From an optimization exercise on the open Yosys and OpenROAD flow, aimed at small area and few clock cycles per item; shortcuts taken in it are not production practice. Only simulation tests tie the RTL to the original design; equivalence was not proved. Power and IR drop assume default switching activity.

<file path="flow/flow/run.sh">
#!/bin/bash
# Standard layout, with the smallest buffer on each port instead of the
# delay buffer buffer_ports picks by default.
set -euo pipefail
export BUFFER_PORTS_ARGS="-buffer_cell sky130_fd_sc_hd__buf_1"
bash standard.sh > standard.log 2>&1
</file>
<file path="flow/standard.sh">
#!/bin/bash
# synth_recipe.tcl (not shown) runs the flow's synth.tcl, then flattens the netlist and writes it again
# the make line also repeats each setting of config.mk as NAME=value (left out here)
make -C /OpenROAD-flow-scripts/flow DESIGN_CONFIG=/design/flow/config.mk WORK_HOME=/design/flow/orfs CLKGATE_MAP_FILE= SYNTH_SCRIPT=/design/flow/synth_recipe.tcl "${@:-finish}"
</file>
<file path="flow/config.mk">
export PLATFORM = sky130hd
export DESIGN_NAME = ultrasonic_echo_ranger
export DESIGN_NICKNAME = ultrasonic_echo_ranger
export VERILOG_FILES = /design/flow/design.v
export SDC_FILE = /design/flow/constraint.sdc
export NUM_CORES = 4
export LEC_CHECK = 0
export ABC_AREA = 1
export CAP_MARGIN = 20
export CORE_MARGIN = 2
export CORE_UTILIZATION = 75
export CTS_BUF_LIST = sky130_fd_sc_hd__clkbuf_8
export PLACE_DENSITY = 0.85
export SLEW_MARGIN = 20
</file>
<file path="flow/constraint.sdc">
create_clock -name core_clock -period 7.0 [get_ports {clk}]
set_input_delay 1.4000 -clock core_clock [delete_from_list [all_inputs] [get_ports {clk}]]
set_output_delay 1.4000 -clock core_clock [all_outputs]
set_load 0.01 [all_outputs]
</file>
<file path="flow/design.v">
package uer_pkg;
  localparam int RANGE_W    = 13;
  localparam int CM_W       = 9;
  localparam int TRIG_W     = 8;
  localparam int HOLD_W     = 17;
  localparam int CFG_IDX_W  = 3;
  localparam int CFG_DATA_W = 17;
  localparam logic [CFG_IDX_W-1:0] REG_TRIG_PULSE = 3'd0;
  localparam logic [CFG_IDX_W-1:0] REG_HOLDOFF    = 3'd1;
  localparam logic [CFG_IDX_W-1:0] REG_MIN_CM     = 3'd2;
  localparam logic [CFG_IDX_W-1:0] REG_MAX_CM     = 3'd3;
  localparam logic [CFG_IDX_W-1:0] REG_NEAR_CM    = 3'd4;
  localparam logic [TRIG_W-1:0] TRIG_PULSE_RST = 8'd10;
  localparam logic [HOLD_W-1:0] HOLDOFF_RST    = 17'd101000;
  localparam logic [CM_W-1:0]   MIN_CM_RST     = 9'd2;
  localparam logic [CM_W-1:0]   MAX_CM_RST     = 9'd400;
  localparam logic [CM_W-1:0]   NEAR_CM_RST    = 9'd5;
endpackage
module ultrasonic_echo_ranger (
  input  logic                           clk,
  input  logic                           rst,
  input  logic                           sample_valid,
  output logic                           sample_ready,
  input  logic                           sample_echo_level,
  output logic                           result_valid,
  input  logic                           result_ready,
  output logic                           result_trig_level,
  output logic                           result_result_valid,
  output logic [uer_pkg::RANGE_W-1:0]    result_range_sixteenths,
  output logic                           result_near,
  input  logic                           cfg_wr_en,
  input  logic [uer_pkg::CFG_IDX_W-1:0]  cfg_index,
  input  logic [uer_pkg::CFG_DATA_W-1:0] cfg_data
);
  function automatic logic ge17(input logic [16:0] a, input logic [16:0] b);
    ge17 = 1'b1;
    for (int i = 0; i < 17; i++) ge17 = (a[i] ^ b[i]) ? a[i] : ge17;
  endfunction
  function automatic logic ge8(input logic [7:0] a, input logic [7:0] b);
    ge8 = 1'b1;
    for (int i = 0; i < 8; i++) ge8 = (a[i] ^ b[i]) ? a[i] : ge8;
  endfunction
  function automatic logic lt9(input logic [8:0] a, input logic [8:0] b);
    lt9 = 1'b0;
    for (int i = 0; i < 9; i++) lt9 = (a[i] ^ b[i]) ? b[i] : lt9;
  endfunction
  logic [uer_pkg::TRIG_W-1:0] trig_cfg;
  logic [uer_pkg::HOLD_W-1:0] hold_cfg;
  logic [uer_pkg::CM_W-1:0]   min_cm, max_cm, near_cm;
  logic                       wr_trig, wr_hold, wr_min, wr_max, wr_near;
  logic [uer_pkg::CFG_DATA_W-1:0] rmask;
  assign rmask   = {uer_pkg::CFG_DATA_W{rst}};
  assign wr_trig = rst || (cfg_wr_en && cfg_index == uer_pkg::REG_TRIG_PULSE);
  assign wr_hold = rst || (cfg_wr_en && cfg_index == uer_pkg::REG_HOLDOFF);
  assign wr_min  = rst || (cfg_wr_en && cfg_index == uer_pkg::REG_MIN_CM);
  assign wr_max  = rst || (cfg_wr_en && cfg_index == uer_pkg::REG_MAX_CM);
  assign wr_near = rst || (cfg_wr_en && cfg_index == uer_pkg::REG_NEAR_CM);
  logic [uer_pkg::TRIG_W-1:0] trig_q;
  logic [uer_pkg::HOLD_W-1:0] hold_q;
  logic [uer_pkg::CM_W-1:0]   min_q, max_q, near_q;
  always_ff @(posedge clk) begin
    if (wr_trig)
      trig_q <= ~((cfg_data[7:0] & ~rmask[7:0]) | (uer_pkg::TRIG_PULSE_RST & rmask[7:0]));
    if (wr_hold)
      hold_q <= ~((cfg_data & ~rmask) | (uer_pkg::HOLDOFF_RST & rmask));
    if (wr_min)
      min_q  <= ~((cfg_data[8:0] & ~rmask[8:0]) | (uer_pkg::MIN_CM_RST & rmask[8:0]));
    if (wr_max)
      max_q  <= ~((cfg_data[8:0] & ~rmask[8:0]) | (uer_pkg::MAX_CM_RST & rmask[8:0]));
    if (wr_near)
      near_q <= ~((cfg_data[8:0] & ~rmask[8:0]) | (uer_pkg::NEAR_CM_RST & rmask[8:0]));
  end
  assign trig_cfg = ~trig_q;
  assign hold_cfg = ~hold_q;
  assign min_cm   = ~min_q;
  assign max_cm   = ~max_q;
  assign near_cm  = ~near_q;
  logic vld, accept;
  assign sample_ready = !vld || result_ready;
  assign accept       = sample_valid && sample_ready;
  assign result_valid = vld;
  always_ff @(posedge clk) begin
    vld <= !rst && (sample_valid || (vld && !result_ready));
  end
  localparam logic [2:0] PH_LOW1 = 3'd0;
  localparam logic [2:0] PH_HIGH = 3'd1;
  localparam logic [2:0] PH_LOW2 = 3'd2;
  localparam logic [2:0] PH_WAIT = 3'd3;
  localparam logic [2:0] PH_MEAS = 3'd4;
  localparam logic [2:0] PH_HOLD = 3'd5;
  logic [2:0]  phase, phase_n;
  logic [16:0] cnt, cnt_n, cnt_inc;
  logic        done, fin, step, cnt_en, ph_en;
  logic        load1, load3;
  assign done = (phase == PH_HOLD) ? ge17(cnt, hold_cfg)
                                   : (|cnt[16:8] || ge8(cnt[7:0], trig_cfg));
  always_comb begin
    cnt_inc = cnt + 1'b1;
    if (phase == PH_MEAS && cnt[4:0] == 5'd31) cnt_inc[1:0] = 2'b11;
  end
  always_comb begin
    phase_n = phase;
    fin     = 1'b0;
    step    = 1'b1;    
    load1   = 1'b0;
    load3   = 1'b0;
    case (phase)
      PH_LOW1: if (done) begin phase_n = PH_HIGH; load1 = 1'b1; end
      PH_HIGH: if (done) begin phase_n = PH_LOW2; load1 = 1'b1; end
      PH_LOW2: if (done) begin phase_n = PH_WAIT; load3 = 1'b1; end
      PH_WAIT: begin
        step = sample_echo_level;
        if (sample_echo_level) phase_n = PH_MEAS;
      end
      PH_MEAS: begin
        if (!sample_echo_level) begin
          fin     = 1'b1;
          load1   = 1'b1;
          phase_n = (hold_cfg == '0) ? PH_LOW1 : PH_HOLD;
        end else begin
          step = !cnt[15];
        end
      end
      default: if (done) begin phase_n = PH_LOW1; load1 = 1'b1; end
    endcase
  end
  assign cnt_en = rst || (accept && step);
  assign cnt_n  = (rst || load1) ? 17'd1 : load3 ? 17'd3 : cnt_inc;
  assign ph_en  = rst || accept;
  always_ff @(posedge clk) begin
    if (ph_en)  phase <= phase_n & ~rmask[2:0];
    if (cnt_en) cnt   <= cnt_n;
  end
  logic [10:0] ea;
  logic [4:0]  eb;
  logic [2:0]  ef;
  logic        ge_hi, lt_lo, n_lt, n_gt;
  logic [8:0]  top_hi, top;
  logic [3:0]  low_hi, low;
  logic        rng_en, near_en;
  assign ea = cnt[15:5];
  assign eb = cnt[4:0];
  always_comb begin
    case (eb)
      5'd3,  5'd4,  5'd5,  5'd6:  ef = 3'd0;
      5'd7,  5'd8,  5'd9,  5'd10: ef = 3'd1;
      5'd11, 5'd12, 5'd13:        ef = 3'd2;
      5'd14, 5'd15, 5'd16, 5'd17: ef = 3'd3;
      5'd18, 5'd19, 5'd20, 5'd21: ef = 3'd4;
      5'd22, 5'd23, 5'd24:        ef = 3'd5;
      5'd25, 5'd26, 5'd27, 5'd28: ef = 3'd6;
      default:                    ef = 3'd7;
    endcase
  end
  assign ge_hi  = ea[10] || !lt9(ea[9:1], max_cm);
  assign top_hi = ge_hi ? max_cm : ea[9:1];
  assign low_hi = ge_hi ? 4'd0 : {ea[0], ef};
  assign lt_lo  = lt9(top_hi, min_cm);
  assign top    = lt_lo ? min_cm : top_hi;
  assign low    = lt_lo ? 4'd0 : low_hi;
  assign n_lt   = lt9(top, near_cm);
  assign n_gt   = !n_lt && (top != near_cm || low != 4'd0);
  assign rng_en  = rst || (accept && fin);
  assign near_en = rst || (accept && fin && (n_lt || n_gt));
  always_ff @(posedge clk) begin
    if (rng_en)  result_range_sixteenths <= {top, low} & ~rmask[12:0];
    if (near_en) result_near             <= n_lt && !rst;
    if (accept) begin
      result_trig_level   <= (phase == PH_HIGH);
      result_result_valid <= fin;
    end
  end
endmodule
</file>
==> impl_metrics.sql, run 1 <==
INSERT INTO impl_metrics (metric_group, metric, value, unit) VALUES
('sta', 'worst_pin_slew', '0.6850', 'ns'),
('logic_synthesis', 'syn_area', '4913', 'um^2'),
('logic_synthesis', 'avgSynthCellArea', '8.821', 'um^2'),
('worst_setup_path', 'critical_path.most_common_cell', 'nand2_1', ''),
('sta', 'slew-limit-headroom', '54.28', '%'),
('worst_setup_path', 'worstRegToRegCells', '32', ''),
('logic_synthesis', 'yosys.area.top_type_share', '53.78', '%'),
('worst_setup_path', 'rr_startpoint', 'cnt[7]', ''),
('layout', 'most_common_library_cell_in_the_layout_ignoring_fill_and_taps', 'nand2_1', ''),
('clock_tree', 'clock-sinks', '89', ''),
('logic_synthesis', 'synthCells', '557', ''),
('sta', 'grt_setup_unrepaired', 'no', ''),
('worst_hold_path', 'min_path_type', 'reg -> reg', ''),
('drt', 'antenna_left', '0', ''),
('logic_synthesis', 'synth_simple_gate_area_share', '23.40', '%'),
('worst_setup_path', 'crit_path_top_delay_cell', 'edfxtp_1', ''),
('die', 'io_pins', '44', ''),
('worst_hold_path', 'hold_path.startpoint', 'vld', ''),
('logic_synthesis', 'number_of_enable_flip_flop_cells_after_synthesis', '88', ''),
('layout', 'most-common-layout-cells', 'nand2_1, inv_1, edfxtp_1, nor2_1, buf_1', ''),
('power', 'ir_drop', '0.0002091', 'V'),
('worst_setup_path', 'worstReg2RegEnd', 'result_near', ''),
('worst_setup_path', 'crit_path_max_incr_delay', '0.51', 'ns'),
('worst_hold_path', 'min_to', 'vld', ''),
('grt', 'grt_remaining_overflow', '0', ''),
('die', 'num_rows', '29', ''),
('logic_synthesis', 'synth_top_flop_cell', 'edfxtp_1', ''),
('grt', 'grt_usage', '31.14', '%'),
('run_status', 'run_status', 'no timing/DRC/antenna violations', ''),
('logic_synthesis', 'synth.yosys.warnings', '1', ''),
('die', 'coreArea', '6350', 'um^2'),
('logic_synthesis', 'yosysTopAreaCell', 'edfxtp_1', ''),
('logic_synthesis', 'synth_fa_ha_area_share', '2.292', '%'),
('drt', 'routed_via_density', '5.900', ''),
('layout', 'post_layout_nonfiller_instances', '689', ''),
('grt', 'grt_first_pass_wirelength', '17310', 'um'),
('logic_synthesis', 'dominant_combinational_cell_family_by_area_after_synthesis', 'simple AND/OR/NAND/NOR gates', ''),
('sta', 'maxSlewViolCount', '0', ''),
('die', 'chip_height', '84.94', 'um'),
('die', 'die_area', '7215', 'um^2'),
('clock_tree', 'cts_root_buf', 'clkbuf_8', ''),
('worst_setup_path', 'timing.reg2reg.setup_slack', '3.31', 'ns'),
('layout', 'layout_cell_share_with_drive_strength_beyond_1', '7.353', '%'),
('drt', 'drt_drc_violations_left', '0', ''),
('sta', 'setup_total_negative_slack', '0', 'ns'),
('grt', 'grt_pass1_vias', '3713', ''),
('worst_setup_path', 'worst_setup_path_start_kind', 'register', ''),
('sta', 'period_share', '52.73', '%'),
('die', 'initial_utilization', '77.38', '%'),
('layout', 'count_of_nets_after_finishing', '642', ''),
('die', 'chipWidth', '84.94', 'um'),
('drt', 'drtIter0Drc', '490', ''),
('drt', 'first_pass_iters', '5', ''),
('run', 'drv.max_cap_violation_count', '0', ''),
('clock_tree', 'cts_hold_buf', '0', ''),
('sta', 'timing.clock.skew', '0.01132', 'ns'),
('drt', 'detailroute.via_count', '4065', ''),
('logic_synthesis', 'synth_compound_area_share', '8.811', '%'),
('logic_synthesis', 'synthMuxAreaShare', '0', '%'),
('drt', 'avg_wl_per_cell', '15.75', 'um'),
('placed_design', 'place.detailed.instances', '673', ''),
('worst_setup_path', 'timing.setup.critical_path_class', 'reg -> reg', ''),
('power', 'static-leakage-power', '0.002337', 'uW'),
('layout', 'n_antenna_cell', '0', ''),
('sta', 'final_hold_viol_count', '0', ''),
('placed_design', 'detailed_place_hpwl', '7909', 'um'),
('logic_synthesis', 'synth-async-reset-ratio', '0', '%'),
('drt', 'detail_route.wirelength', '10850', 'um'),
('clock_tree', 'cts.reportedPaths.clkPinSlew', '0.10', 'ns'),
('logic_synthesis', 'synth_xor_xnor_area_share', '2.317', '%'),
('clock_tree', 'tritoncts', 'yes', '');
## cell type report
class / count / area [um^2]
inverter: 99 / 371.6
sequential: 89 / 2663
clock inverter: 7 / 52.55
timing repair buffer: 51 / 221.5
multi-input combinational: 357 / 1814
fill: 395 / 1007
clock buffer: 9 / 123.9
tap: 77 / 96.34
## cells in the mapped netlist, drive strengths merged, types with 7 or more instances
| master | n |
|---|---|
| o21ai | 19 |
| ha | 9 |
| inv | 99 |
| nor2 | 64 |
| nand3 | 35 |
| nor3 | 12 |
| o22ai | 9 |
| xor2 | 11 |
| buf | 7 |
| edfxtp | 88 |
| a21oi | 17 |
| o221ai | 7 |
| nand2 | 136 |
## per-layer routing
metal	vias to the layer above	part of all wire, %	GRT usage [%]	routed length [um]
met5	-	0	0	0
met4	0	2.3	12.84	248
met3	23	8.5	4.669	924
met2	241	47	48.93	5067
met1	1853	42	44.06	4611
li1	1948	-	-	-
## worst max-delay path: cells and delay by family, from the launching register on
family,cells,cell delay (ns)
buffers and inverters,2,0.15
and+or+nand+nor,26,2.28
AOI/OAI and AO/OA,3,0.24
DFF,1,0.51
adders and majority gates,1,0.29
## flip-flops by register name (all words and copies together) (netlist names)
register,cells
cnt,17
hold_q,17
max_q,9
min_q,9
near_q,9
phase,3
result_near,1
result_range_sixteenths,13
result_result_valid,1
result_trig_level,1
trig_q,8
vld,1
## power breakdown
group	switching, uW	leakage (uW)	total [uW]	internal, uW
logic	269	0.00135	400	131
clock network	193	0.0000900	324	131
registers	49.3	0.000894	709	660
## logic make-up after synthesis
| group | after synthesis |
|---|---|
| simple gates | 266 |
| buf+inv | 111 |
| flops | 89 |
| compound gates | 69 |
| xor+xnor | 13 |
| fa+ha+maj | 9 |
## metrics by stage
stage / hold WS (ns) / setup slack, ns / util, % / total power, uW / area [um^2]
floorplan: 0.5888 / 3.717 / - / 1012 / 4913
global placement: 0.4869 / 3.560 / 81.36 / 1087 / 5166
detailed placement: 0.5075 / 3.408 / 81.36 / 1107 / 5166
CTS: 0.5218 / 3.355 / 84.14 / 1426 / 5343
global route: 0.5886 / 2.873 / 84.14 / 1505 / 5343
finish: 0.5204 / 3.309 / 84.14 / 1434 / 5343
## worst max path at each step
stage	to	slack [ns]	cells after the start	from
after floorplan	hold_q[0]	3.72	3	cfg_index[2]
after global placement	result_near	3.56	29	cnt[6]
after detailed placement	result_near	3.41	32	cnt[7]
after CTS	result_near	3.35	32	cnt[7]
after global routing	result_near	2.87	32	cnt[7]
final	result_near	3.31	32	cnt[7]
Testbench counts, summed over its fixed seeds: cycles 796,983, ticks 796,967.
==> run 2, diff against run 1 <==
==> flow/flow/run.sh (replaced) <==
#!/bin/bash
# The standard layout with two changes:
#  - synthesis maps the logic with an area-oriented ABC script (flow/abc_area.script,
#    read through ABC_AREA=1); everything else in synthesis is the standard one, so
#    the registers are the standard synthesis's;
#  - each port gets the smallest buffer (buf_1) instead of the delay buffer
#    that buffer_ports picks by default.
set -euo pipefail
rm -rf scripts_abc
cp -r "$FLOW_HOME/scripts" scripts_abc
cp flow/abc_area.script scripts_abc/abc_area.script
SCRIPTS_DIR="$PWD/scripts_abc" bash standard.sh synth > synth.log 2>&1
export BUFFER_PORTS_ARGS="-buffer_cell sky130_fd_sc_hd__buf_1"
bash standard.sh > layout.log 2>&1
==> flow/flow/abc_area.script (new file) <==
strash
&get -n
&st
&dch -f
&nf -R 1000
&st
&syn2
&dch -f
&nf -R 1000
&put
topo
--- a/flow/config.mk
+++ b/flow/config.mk
@@ -11,3 +11,5 @@
 export CORE_UTILIZATION = 75
-export CTS_BUF_LIST = sky130_fd_sc_hd__clkbuf_8
+export CTS_BUF_LIST = sky130_fd_sc_hd__clkbuf_16
+export CTS_CLUSTER_DIAMETER = 100
+export CTS_CLUSTER_SIZE = 50
 export PLACE_DENSITY = 0.85
==> run 2 against run 1 <==
  * Still clean
  * Sequential power grew 1%
  * Final area shrank 7.4%
  * Via count shrank 11%
  * Synthesized cell count shrank 30%
  * Count of clock-buffer cells in the layout did not move
  * Setup slack worse by 1.5 ns
  * Synthesized area fell by 11%
  * Critical path type unchanged
  * Largest power group unchanged
  * Highest routed layer unchanged
==> impl_metrics.sql, run 2 <==
INSERT INTO impl_metrics (metric_group, metric, value, unit) VALUES
('drt', 'antenna_left', '0', ''),
('layout', 'stdcell_area', '4946', 'um^2'),
('worst_hold_path', 'min_path_type', 'reg -> reg', ''),
('logic_synthesis', 'synthCells', '391', ''),
('logic_synthesis', 'yosysTopAreaCell', 'edfxtp_1', ''),
('placed_design', 'place.detailed.instances', '509', ''),
('sta', 'period_share', '73.56', '%'),
('clock_tree', 'clock-sinks', '89', ''),
('layout', 'most-common-layout-cells', 'edfxtp_1, nor2_1, buf_1, nand2_1, a21oi_1', ''),
('sta', 'maxSlewViolCount', '0', ''),
('clock_tree', 'numCtsBuffers', '9', ''),
('sta', 'grt_setup_unrepaired', 'no', ''),
('clock_tree', 'cts_hold_buf', '0', ''),
('die', 'coreArea', '5574', 'um^2'),
('layout', 'nFillCells', '244', ''),
('logic_synthesis', 'synthTopCellsByCount', 'edfxtp_1, nor2_1, nand2_1', ''),
('power', 'power_density', '293.1', 'nW/um^2'),
('placed_design', 'placement.io_buffers', '43', ''),
('worst_setup_path', 'worstReg2RegEnd', 'result_near', ''),
('die', 'chipWidth', '80.43', 'um'),
('drt', 'first_pass_iters', '7', ''),
('clock_tree', 'cts.reportedPaths.clkPinSlew', '0.06', 'ns'),
('worst_setup_path', 'critical_path_depth', '25', ''),
('worst_setup_path', 'rr_startpoint', 'cnt[7]', ''),
('drt', 'routed_via_density', '6.922', ''),
('layout', 'most_common_library_cell_in_the_layout_ignoring_fill_and_taps', 'edfxtp_1', ''),
('sta', 'worst_pin_slew', '0.8526', 'ns'),
('worst_setup_path', 'critPathBufInv', '1', ''),
('worst_hold_path', 'min_to', 'vld', ''),
('worst_setup_path', 'timing.setup.critical_path_class', 'reg -> reg', ''),
('drt', 'drtIter0Drc', '542', ''),
('sta', 'period_needed', '5.149', 'ns'),
('worst_hold_path', 'hold_path.startpoint', 'vld', ''),
('placed_design', 'gp_routability_congestion', '0.9399', ''),
('worst_setup_path', 'endpoint_kind', 'register', ''),
('clock_tree', 'clock_tree.htree_level_count', '3', ''),
('worst_hold_path', 'hold_depth', '2', ''),
('run', 'drv.max_cap_violation_count', '0', ''),
('worst_setup_path', 'critical_path.most_common_cell', 'a21oi_1', ''),
('sta', 'timing.clock.skew', '0.004372', 'ns'),
('layout', 'count_of_nets_after_finishing', '483', ''),
('logic_synthesis', 'number_of_enable_flip_flop_cells_after_synthesis', '88', ''),
('clock_tree', 'clkLatencyLatePin', '0.33', 'ns'),
('placed_design', 'detailed_place_hpwl', '7122', 'um'),
('drt', 'detail_route.wirelength', '10910', 'um'),
('grt', 'grt_remaining_overflow', '0', ''),
('layout', 'n_antenna_cell', '0', ''),
('layout', 'synthToLayoutAreaGrowth', '12.91', '%'),
('drt', 'avg_wl_per_cell', '20.78', 'um'),
('worst_setup_path', 'worst_setup_path_start_kind', 'register', ''),
('die', 'io_pins', '44', ''),
('logic_synthesis', 'avgSynthCellArea', '11.20', 'um^2'),
('logic_synthesis', 'yosys.area.top_type_share', '60.33', '%'),
('die', 'die_area', '6468', 'um^2'),
('clock_tree', 'post_cts.repair.setup_buffers', '0', ''),
('layout', 'layout_cell_share_with_drive_strength_beyond_1', '3.974', '%'),
('clock_tree', 'ctsResizeCount', '0', ''),
('grt', 'grt_antenna_before_repair', '0', ''),
('layout', 'post_layout_nonfiller_instances', '525', ''),
('clock_tree', 'cts_root_buf', 'clkbuf_16', ''),
('logic_synthesis', 'synth-async-reset-ratio', '0', '%'),
('worst_setup_path', 'worstPathRequired', '7.03', 'ns'),
('die', 'initial_utilization', '78.59', '%'),
('grt', 'grt_first_pass_wirelength', '17240', 'um'),
('logic_synthesis', 'mappedNetlistNets', '426', ''),
('worst_setup_path', 'crit_path_max_incr_delay', '0.52', 'ns'),
('logic_synthesis', 'netlist_top_cells_area', 'edfxtp_1, nor2_1, a21oi_1', ''),
('grt', 'grt_usage', '36.80', '%'),
('run_status', 'run_status', 'no timing/DRC/antenna violations', ''),
('sta', 'final_hold_viol_count', '0', ''),
('power', 'ir_drop', '0.0002171', 'V'),
('layout', 'biggestRegsByFlops', 'cnt x17, hold_q x17, result_range_sixteenths x13', ''),
('worst_setup_path', 'timing.reg2reg.setup_slack', '1.85', 'ns'),
('worst_setup_path', 'worstRegToRegCells', '25', ''),
('power', 'static-leakage-power', '0.001705', 'uW'),
('logic_synthesis', 'yosysMostFrequentCell', 'edfxtp_1', ''),
('sta', 'fmax', '0.1942', 'GHz'),
('drt', 'drt_drc_violations_left', '0', ''),
('worst_setup_path', 'crit_fanout', '18', ''),
('sta', 'setup-violations-final', '0', ''),
('die', 'chip_height', '80.43', 'um'),
('logic_synthesis', 'synth.yosys.warnings', '1', ''),
('logic_synthesis', 'synth.yosys.seq_area_share', '60.78', '%'),
('logic_synthesis', 'synth_top_flop_cell', 'edfxtp_1', ''),
('logic_synthesis', 'netlist-cell-type-count', '39', ''),
('logic_synthesis', 'yosys_register_bits', '89', ''),
('worst_setup_path', 'cp_top_family', 'compound AO/OA/AOI/OAI gates', ''),
('sta', 'setup_total_negative_slack', '0', 'ns'),
('drt', 'detailroute.via_count', '3634', ''),
('clock_tree', 'tritoncts', 'yes', ''),
('grt', 'pin_count_of_the_biggest_net_entering_global_routing', '30', ''),
('sta', 'slew-limit-headroom', '42.67', '%'),
('worst_setup_path', 'critical_path_arrival', '5.18', 'ns'),
('logic_synthesis', 'syn_area', '4380', 'um^2'),
('clock_tree', 'clock_path_buffers', '2', ''),
('grt', 'grt_pass1_vias', '3433', ''),
('die', 'num_rows', '27', ''),
('placed_design', 'detailed_place.area', '4654', 'um^2'),
('worst_setup_path', 'crit_path_top_delay_cell', 'a21oi_2', '');
-- run 2: layout make-up --
type | count | area [um^2] | share of cell area (%)
Tap cell | 72 | 90.09 | 1.821
Inverter | 14 | 52.55 | 1.062
Timing Repair Buffer | 46 | 183.9 | 3.719
Multi-Input combinational cell | 288 | 1669 | 33.75
Sequential cell | 89 | 2663 | 53.83
Clock buffer | 9 | 225.2 | 4.554
Clock inverter | 7 | 62.56 | 1.265
-- run 2: kinds of logic after synthesis --
| kind of cell | share of synthesized area (%) |
|---|---|
| buffers and inverters | 1.200 |
| AO/OA/AOI/OAI | 15.80 |
| adder cells (fa/ha/maj) | 2.571 |
| multiplexers | 0.5141 |
| XOR/XNOR | 2.599 |
| flip-flops | 60.78 |
| AND/OR/NAND/NOR | 16.54 |
-- run 2: report_power, final --
part | switching [uW] | internal, uW | leakage, uW
clock | 191 | 273 | 0.000142
combinational | 169 | 101 | 0.000662
sequential | 63.0 | 654 | 0.000901
-- run 2: per-stage QoR --
step	hold slack (ns)	total power [uW]	utilization (%)	worst slack, ns
after floorplan	0.5874	886.9	-	1.797
after detailed placement	0.5417	974.2	83.50	1.886
after global routing	0.5853	1496	88.73	1.163
after CTS	0.5510	1433	88.66	1.649
final	0.5438	1450	88.73	1.851
after global placement	0.4959	956.6	83.50	2.121
-- run 2: layer usage --
layer	wire length, um	up-vias	global-route usage (%)
li1	-	1610	-
met1	3912	1655	48.77
met2	5305	316	60.83
met3	1278	53	5.843
met4	412	0	15.93
met5	0	-	0
-- run 2: worst reg2reg max path, stage by stage (launching register included) --
cell,delay (ns)
edfxtp_1,0.51
a211oi_1,0.30
o21ai_0,0.13
o221ai_1,0.08
a21oi_1,0.11
a221oi_1,0.26
o21ai_0,0.14
buf_4,0.20
nor2_1,0.10
a21oi_1,0.08
a211oi_1,0.24
o21ai_0,0.12
o221ai_1,0.08
a21oi_1,0.09
a221oi_1,0.21
nor2_1,0.11
a21oi_2,0.52
a21oi_1,0.22
o22a_1,0.26
o221ai_1,0.12
a21oi_1,0.07
a211oi_1,0.18
o21ai_0,0.12
a22oi_1,0.30
nor4_1,0.10
nor2b_1,0.21
-- run 2: worst max path at each step --
stage / startpoint / end / slack, ns
after CTS: cnt[7] / result_near / 1.65
after global routing: cnt[7] / result_near / 1.16
after floorplan: cnt[7] / result_near / 1.80
final: cnt[7] / result_near / 1.85
after detailed placement: cnt[7] / result_near / 1.89
after global placement: cnt[7] / result_near / 2.12
==> run 3, diff against run 2 <==
--- a/flow/config.mk
+++ b/flow/config.mk
@@ -11,5 +11,5 @@
 export CORE_UTILIZATION = 75
-export CTS_BUF_LIST = sky130_fd_sc_hd__clkbuf_16
+export CTS_BUF_LIST = sky130_fd_sc_hd__clkbuf_8
 export CTS_CLUSTER_DIAMETER = 100
-export CTS_CLUSTER_SIZE = 50
+export CTS_CLUSTER_SIZE = 24
 export PLACE_DENSITY = 0.85
==> run 3 against run 2 <==
  * Highest routed layer unchanged
  * Still clean on timing, DRC and antenna
  * Wire length decreased by 0.61%
  * Clock power fell by 27%
  * Clock skew grew 0.0061 ns
  * Power shrank 8.7%
==> impl_metrics.sql, run 3 <==
INSERT INTO impl_metrics (metric_group, metric, value, unit) VALUES
('run_status', 'run_status', 'no timing/DRC/antenna violations', ''),
('clock_tree', 'ctsResizeCount', '0', ''),
('sta', 'final_hold_viol_count', '0', ''),
('die', 'initial_utilization', '78.59', '%'),
('logic_synthesis', 'syn_area', '4380', 'um^2'),
('drt', 'drt_drc_violations_left', '0', ''),
('sta', 'maxSlewViolCount', '0', ''),
('logic_synthesis', 'yosysTopAreaCell', 'edfxtp_1', ''),
('logic_synthesis', 'synth_simple_gate_area_share', '16.54', '%'),
('power', 'ir_drop', '0.0002104', 'V'),
('die', 'io_pins', '44', ''),
('grt', 'grt_first_pass_wirelength', '16640', 'um'),
('clock_tree', 'clock_tree.htree_level_count', '3', ''),
('logic_synthesis', 'synth.yosys.seq_area_share', '60.78', '%'),
('die', 'coreArea', '5574', 'um^2'),
('worst_setup_path', 'worstPathRequired', '7.12', 'ns'),
('clock_tree', 'cts_root_buf', 'clkbuf_8', ''),
('sta', 'grt_setup_unrepaired', 'no', ''),
('clock_tree', 'clkLatencyLatePin', '0.36', 'ns'),
('drt', 'first_pass_iters', '5', ''),
('clock_tree', 'cts_hold_buf', '0', ''),
('logic_synthesis', 'synth-async-reset-ratio', '0', '%'),
('worst_setup_path', 'endpoint_kind', 'register', ''),
('logic_synthesis', 'yosysMostFrequentCell', 'edfxtp_1', ''),
('layout', 'layout_cell_share_with_drive_strength_beyond_1', '3.974', '%'),
('placed_design', 'pre_cts_setup_slack', '1.886', 'ns'),
('power', 'static-leakage-power', '0.001658', 'uW'),
('layout', 'n_antenna_cell', '0', ''),
('grt', 'grt_antenna_before_repair', '0', ''),
('sta', 'setup_total_negative_slack', '0', 'ns'),
('logic_synthesis', 'synth_fa_ha_area_share', '2.571', '%'),
('drt', 'antenna_left', '0', ''),
('clock_tree', 'cts.reportedPaths.clkPinSlew', '0.09', 'ns'),
('clock_tree', 'numCtsBuffers', '9', ''),
('worst_setup_path', 'critical_path_source', 'cnt[7]', ''),
('sta', 'hold_slack', '0.5474', 'ns'),
('sta', 'timing.clock.skew', '0.01049', 'ns'),
('die', 'die_area', '6468', 'um^2'),
('layout', 'count_of_nets_after_finishing', '483', ''),
('sta', 'period_needed', '5.158', 'ns'),
('power', 'power_density', '273.2', 'nW/um^2'),
('logic_synthesis', 'mappedNetlistNets', '426', ''),
('die', 'chip_height', '80.43', 'um'),
('worst_setup_path', 'worst_setup_path_start_kind', 'register', ''),
('logic_synthesis', 'number_of_enable_flip_flop_cells_after_synthesis', '88', ''),
('logic_synthesis', 'synth.yosys.warnings', '1', ''),
('clock_tree', 'clock-sinks', '89', ''),
('logic_synthesis', 'dominant_combinational_cell_family_by_area_after_synthesis', 'simple AND/OR/NAND/NOR gates', ''),
('clock_tree', 'tritoncts', 'yes', ''),
('worst_setup_path', 'rr_startpoint', 'cnt[7]', ''),
('logic_synthesis', 'netlist_top_cells_area', 'edfxtp_1, nor2_1, a21oi_1', ''),
('placed_design', 'placement.io_buffers', '43', ''),
('sta', 'setup-violations-final', '0', ''),
('grt', 'grt_pass1_vias', '3368', ''),
('sta', 'slew-limit-headroom', '41.67', '%'),
('sta', 'fmax', '0.1939', 'GHz'),
('drt', 'drtIter0Drc', '542', ''),
('layout', 'synthToLayoutAreaGrowth', '10.60', '%'),
('worst_setup_path', 'worstReg2RegEnd', 'result_near', ''),
('drt', 'detailroute.via_count', '3614', ''),
('die', 'chipWidth', '80.43', 'um'),
('grt', 'pin_count_of_the_biggest_net_entering_global_routing', '30', ''),
('worst_setup_path', 'setup.worst_path.end', 'result_near', ''),
('die', 'num_rows', '27', ''),
('clock_tree', 'post_cts.repair.setup_buffers', '0', ''),
('worst_setup_path', 'timing.setup.critical_path_class', 'reg -> reg', ''),
('placed_design', 'gp_routability_congestion', '0.9399', ''),
('power', 'fin_total_pwr', '1324', 'uW'),
('worst_setup_path', 'timing.reg2reg.setup_slack', '1.84', 'ns'),
('placed_design', 'detailed_place_hpwl', '7122', 'um'),
('run', 'drv.max_cap_violation_count', '0', ''),
('layout', 'most_common_library_cell_in_the_layout_ignoring_fill_and_taps', 'edfxtp_1', ''),
('layout', 'most-common-layout-cells', 'edfxtp_1, nor2_1, buf_1, nand2_1, a21oi_1', ''),
('worst_hold_path', 'min_path_type', 'reg -> reg', ''),
('sta', 'worst_pin_slew', '0.8749', 'ns'),
('logic_synthesis', 'yosys.area.top_type_share', '60.33', '%'),
('grt', 'grt_remaining_overflow', '0', ''),
('logic_synthesis', 'synth_compound_area_share', '15.80', '%'),
('logic_synthesis', 'netlist-cell-type-count', '39', ''),
('layout', 'biggestRegsByFlops', 'cnt x17, hold_q x17, result_range_sixteenths x13', ''),
('logic_synthesis', 'synthCells', '391', ''),
('drt', 'routed_via_density', '6.884', ''),
('sta', 'final_critical_path_setup_slack', '1.842', 'ns'),
('worst_setup_path', 'worstRegToRegCells', '26', ''),
('worst_setup_path', 'critical_path_arrival', '5.28', 'ns'),
('logic_synthesis', 'synthMuxAreaShare', '0.5141', '%'),
('worst_setup_path', 'crit_fanout', '18', ''),
('logic_synthesis', 'yosys_register_bits', '89', ''),
('logic_synthesis', 'synth_xor_xnor_area_share', '2.599', '%'),
('logic_synthesis', 'avgSynthCellArea', '11.20', 'um^2'),
('logic_synthesis', 'synthTopCellsByCount', 'edfxtp_1, nor2_1, nand2_1', ''),
('drt', 'avg_wl_per_cell', '20.65', 'um'),
('clock_tree', 'clock_path_buffers', '2', ''),
('sta', 'period_share', '73.68', '%'),
('drt', 'detail_route.wirelength', '10840', 'um'),
('grt', 'grt_usage', '35.82', '%'),
('logic_synthesis', 'synth_top_flop_cell', 'edfxtp_1', '');
==> run 3: changes by cell type in the layout (fill, tap and decap cells not counted) <==
cell	delta
clkbuf_16	-9
clkbuf_8	+9
==> run 3: critical path, cell delays in order, from the launching register on <==
cell,delay [ns]
edfxtp_1,0.52
a211oi_1,0.29
o21ai_0,0.13
o221ai_1,0.08
a21oi_1,0.10
a221oi_1,0.23
o21ai_0,0.13
buf_4,0.20
nor2_1,0.09
a21oi_1,0.08
a211oi_1,0.24
o21ai_0,0.12
o221ai_1,0.08
a21oi_1,0.09
a221oi_1,0.21
nor2_1,0.10
a21oi_2,0.51
nor2_1,0.09
a21oi_1,0.23
o22a_1,0.21
o221ai_1,0.16
a21oi_1,0.15
a211oi_1,0.06
o21ai_0,0.17
a22oi_1,0.13
nor4_1,0.42
nor2b_1,0.10
==> run 3: worst min path at each step <==
stage / depth (start not counted) / start / endpoint / slack [ns]
global placement: 2 / vld / vld / 0.50
finish: 2 / vld / vld / 0.55
floorplan: 1 / min_q[8] / result_range_sixteenths[12] / 0.59
detailed placement: 2 / vld / vld / 0.54
CTS: 2 / vld / vld / 0.55
global route: 2 / vld / vld / 0.59
==> run 3: cells by family after synthesis <==
group / Yosys count
xor gates and xnor gates: 13
muxes: 1
and+or+nand+nor: 156
adders and majority gates: 9
DFF: 89
buffers and inverters: 14
AOI/OAI and AO/OA: 109
==> run 3: final cells by class <==
cell class	instances	area [um^2]
sequential	89	2663
multi-input combinational	288	1669
fill	275	729.5
timing repair buffer	46	183.9
clock buffer	9	123.9
tap	72	90.09
clock inverter	7	62.56
inverter	14	52.55
==> run 3: metal layers <==
layer	track usage (%)	part of all wire, %	vias to the layer above
li1	-	-	1610
met1	47.06	37	1683
met2	59.50	49	290
met3	6.180	11	31
met4	15.08	2.7	0
met5	0	0	-
==> run 3: power breakdown <==
part	internal, uW	total (uW)	switching, uW
logic	101	268	167
registers	653	715	62.7
clock network	161	340	179
total	915	1320	409
==> run 3: stage by stage <==
step	instances	util (%)	cell area, um^2
after global routing	525	86.91	4845
after detailed placement	509	83.50	4654
final	525	86.91	4845
after floorplan	391	-	4380
after CTS	525	86.85	4841
after global placement	509	83.50	4654
==> run 4, diff against run 3 <==
--- a/flow/config.mk
+++ b/flow/config.mk
@@ -12,4 +12,2 @@
 export CTS_BUF_LIST = sky130_fd_sc_hd__clkbuf_8
-export CTS_CLUSTER_DIAMETER = 100
-export CTS_CLUSTER_SIZE = 24
 export PLACE_DENSITY = 0.85
==> run 4 against run 3 <==
  * Clock skew stayed put
  * Maximum frequency stayed put
  * Die area stayed put
  * Synthesized area stayed put
  * Non-clock buffer count stayed put
  * Clock power hardly changed
  * Sequential share of layout area stayed put
  * Count of clock-buffer cells in the layout stayed put
  * Hold slack stayed put
  * Sequential power hardly changed
  * Register-to-register slack hardly changed
  * Critical path type unchanged
  * Largest cell class unchanged
==> impl_metrics.sql, run 4 <==
INSERT INTO impl_metrics (metric_group, metric, value, unit) VALUES
('die', 'die_area', '6468', 'um^2'),
('logic_synthesis', 'synth-async-reset-ratio', '0', '%'),
('clock_tree', 'cts.reportedPaths.clkPinSlew', '0.09', 'ns'),
('power', 'power_density', '273.2', 'nW/um^2'),
('die', 'chip_height', '80.43', 'um'),
('layout', 'biggestRegsByFlops', 'cnt x17, hold_q x17, result_range_sixteenths x13', ''),
('placed_design', 'gp_routability_congestion', '0.9399', ''),
('layout', 'count_of_nets_after_finishing', '483', ''),
('sta', 'final_hold_viol_count', '0', ''),
('layout', 'layout_cell_share_with_drive_strength_beyond_1', '3.974', '%'),
('placed_design', 'detailed_place_hpwl', '7122', 'um'),
('drt', 'antenna_left', '0', ''),
('run', 'drv.max_cap_violation_count', '0', ''),
('power', 'static-leakage-power', '0.001658', 'uW'),
('worst_hold_path', 'hold_path.startpoint', 'vld', ''),
('grt', 'grt_antenna_before_repair', '0', ''),
('logic_synthesis', 'yosys_register_bits', '89', ''),
('grt', 'use_met3', '6.180', '%'),
('clock_tree', 'ctsResizeCount', '0', ''),
('grt', 'grt_usage', '35.82', '%'),
('layout', 'most_common_library_cell_in_the_layout_ignoring_fill_and_taps', 'edfxtp_1', ''),
('logic_synthesis', 'yosysTopAreaCell', 'edfxtp_1', ''),
('clock_tree', 'post_cts.repair.setup_buffers', '0', ''),
('die', 'coreArea', '5574', 'um^2'),
('logic_synthesis', 'synthCells', '391', ''),
('sta', 'worst_pin_slew', '0.8749', 'ns'),
('logic_synthesis', 'synthTopCellsByCount', 'edfxtp_1, nor2_1, nand2_1', ''),
('worst_setup_path', 'timing.setup.critical_path_class', 'reg -> reg', ''),
('clock_tree', 'cts_root_buf', 'clkbuf_8', ''),
('drt', 'detail_route.wirelength', '10840', 'um'),
('logic_synthesis', 'synth.yosys.seq_area_share', '60.78', '%'),
('logic_synthesis', 'number_of_enable_flip_flop_cells_after_synthesis', '88', ''),
('grt', 'grt_first_pass_wirelength', '16640', 'um'),
('placed_design', 'placement.io_buffers', '43', ''),
('die', 'io_pins', '44', ''),
('sta', 'slew-limit-headroom', '41.67', '%'),
('worst_hold_path', 'min_path_type', 'reg -> reg', ''),
('run_status', 'run_status', 'no timing/DRC/antenna violations', ''),
('clock_tree', 'clock-sinks', '89', ''),
('sta', 'setup_total_negative_slack', '0', 'ns'),
('worst_setup_path', 'rr_startpoint', 'cnt[7]', ''),
('worst_setup_path', 'crit_fanout', '18', ''),
('worst_setup_path', 'endpoint_kind', 'register', ''),
('worst_setup_path', 'worstRegToRegCells', '26', ''),
('die', 'chipWidth', '80.43', 'um'),
('die', 'num_rows', '27', ''),
('sta', 'grt_setup_unrepaired', 'no', ''),
('drt', 'drt_drc_violations_left', '0', ''),
('layout', 'most-common-layout-cells', 'edfxtp_1, nor2_1, buf_1, nand2_1, a21oi_1', ''),
('logic_synthesis', 'synth_top_flop_cell', 'edfxtp_1', ''),
('sta', 'timing.clock.skew', '0.01049', 'ns'),
('grt', 'gr-usage-met1', '47.06', '%'),
('logic_synthesis', 'yosys.area.top_type_share', '60.33', '%'),
('grt', 'globalRouteMet2Util', '59.50', '%'),
('logic_synthesis', 'yosysMostFrequentCell', 'edfxtp_1', ''),
('grt', 'pin_count_of_the_biggest_net_entering_global_routing', '30', ''),
('layout', 'nFillCells', '275', ''),
('sta', 'maxSlewViolCount', '0', ''),
('logic_synthesis', 'avgSynthCellArea', '11.20', 'um^2'),
('clock_tree', 'clkLatencyLatePin', '0.36', 'ns'),
('logic_synthesis', 'synth.yosys.warnings', '1', ''),
('drt', 'routed_via_density', '6.884', ''),
('drt', 'drtIter0Drc', '542', ''),
('die', 'initial_utilization', '78.59', '%'),
('worst_setup_path', 'worstPathRequired', '7.12', 'ns'),
('layout', 'n_antenna_cell', '0', ''),
('clock_tree', 'cts_hold_buf', '0', ''),
('drt', 'first_pass_iters', '5', ''),
('logic_synthesis', 'netlist_top_cells_area', 'edfxtp_1, nor2_1, a21oi_1', ''),
('layout', 'layout.area.seq', '2663', 'um^2'),
('layout', 'synthToLayoutAreaGrowth', '10.60', '%');
## run 4: worst max path at each step
| stage | start | to | slack [ns] | cells past startpoint |
|---|---|---|---|---|
| 2_1_floorplan | cnt[7] | result_near | 1.80 | 24 |
| 3_3_place_gp | cnt[7] | result_near | 2.12 | 26 |
| 3_5_place_dp | cnt[7] | result_near | 1.89 | 26 |
| 4_1_cts | cnt[7] | result_near | 1.66 | 26 |
| 5_1_grt | cnt[7] | result_near | 1.22 | 26 |
| 6_report | cnt[7] | result_near | 1.84 | 26 |
## run 4: layer usage
layer	vias to the layer above	wire length, um	share of wire [%]
met1	1683	4048	37
met4	0	293	2.7
met5	-	0	0
li1	1610	-	-
met3	31	1192	11
met2	290	5306	49
## run 4: power by group
| group | switching (uW) | internal, uW | total (uW) |
|---|---|---|---|
| Sequential | 62.7 | 653 | 715 |
| Combinational | 167 | 101 | 268 |
| Clock | 179 | 161 | 340 |
| Total | 409 | 915 | 1320 |
## run 4: layout make-up
cell class / count / area share (%)
Timing Repair Buffer: 46 / 3.796
Clock inverter: 7 / 1.291
Clock buffer: 9 / 2.557
Sequential cell: 89 / 54.96
Tap cell: 72 / 1.860
Inverter: 14 / 1.085
Multi-Input combinational cell: 288 / 34.45
## run 4: kinds of logic after synthesis
kind of cell	Yosys count	share of synthesized area [%]
multiplexers	1	0.5141
adder cells (fa/ha/maj)	9	2.571
XOR/XNOR	13	2.599
flip-flops	89	60.78
AND/OR/NAND/NOR	156	16.54
buffers and inverters	14	1.200
AO/OA/AOI/OAI	109	15.80
## run 4: metrics by stage
step / cells / worst slack, ns / cell area [um^2] / utilization [%]
after global routing: 525 / 1.217 / 4845 / 86.91
after floorplan: 391 / 1.797 / 4380 / -
after detailed placement: 509 / 1.886 / 4654 / 83.50
after CTS: 525 / 1.659 / 4841 / 86.85
final: 525 / 1.842 / 4845 / 86.91
after global placement: 509 / 2.121 / 4654 / 83.50
## run 4: critical path, cell delays in order, from the launching register on
cell	delay, ns
edfxtp_1	0.52
a211oi_1	0.29
o21ai_0	0.13
o221ai_1	0.08
a21oi_1	0.10
a221oi_1	0.23
o21ai_0	0.13
buf_4	0.20
nor2_1	0.09
a21oi_1	0.08
a211oi_1	0.24
o21ai_0	0.12
o221ai_1	0.08
a21oi_1	0.09
a221oi_1	0.21
nor2_1	0.10
a21oi_2	0.51
nor2_1	0.09
a21oi_1	0.23
o22a_1	0.21
o221ai_1	0.16
a21oi_1	0.15
a211oi_1	0.06
o21ai_0	0.17
a22oi_1	0.13
nor4_1	0.42
nor2b_1	0.10

[static timing again, ports no longer ideal]
How much do the figures lean on ideal ports? The routed layouts below were timed once more, with nothing changed but the port constraints.
Step 1 assumes that a clkbuf_16 drives the clock port and a buf_2 every other input.
Step 2 moves the port delays by t, midway between the first and last clock arrival at a register: inputs arrive t later, outputs are due t later. That takes back most of the time a late clock gives input paths.
a / b / c = ideal ports / drivers / drivers and shift; a / b = the first two.
run | t (ns) | setup slack, ns | worst setup path at the end | cell pins on the clock port's net
run 1 | 0.394 | 3.309 / 3.309 / 3.309 | register to register | 1
run 2 | 0.368 | 1.851 / 1.851 / 1.851 | register to register | 1
run 3 | 0.392 | 1.842 / 1.842 / 1.842 | register to register | 1
run 4 | 0.392 | 1.842 / 1.842 / 1.842 | register to register | 1
After both steps setup and hold are still met in every run listed.
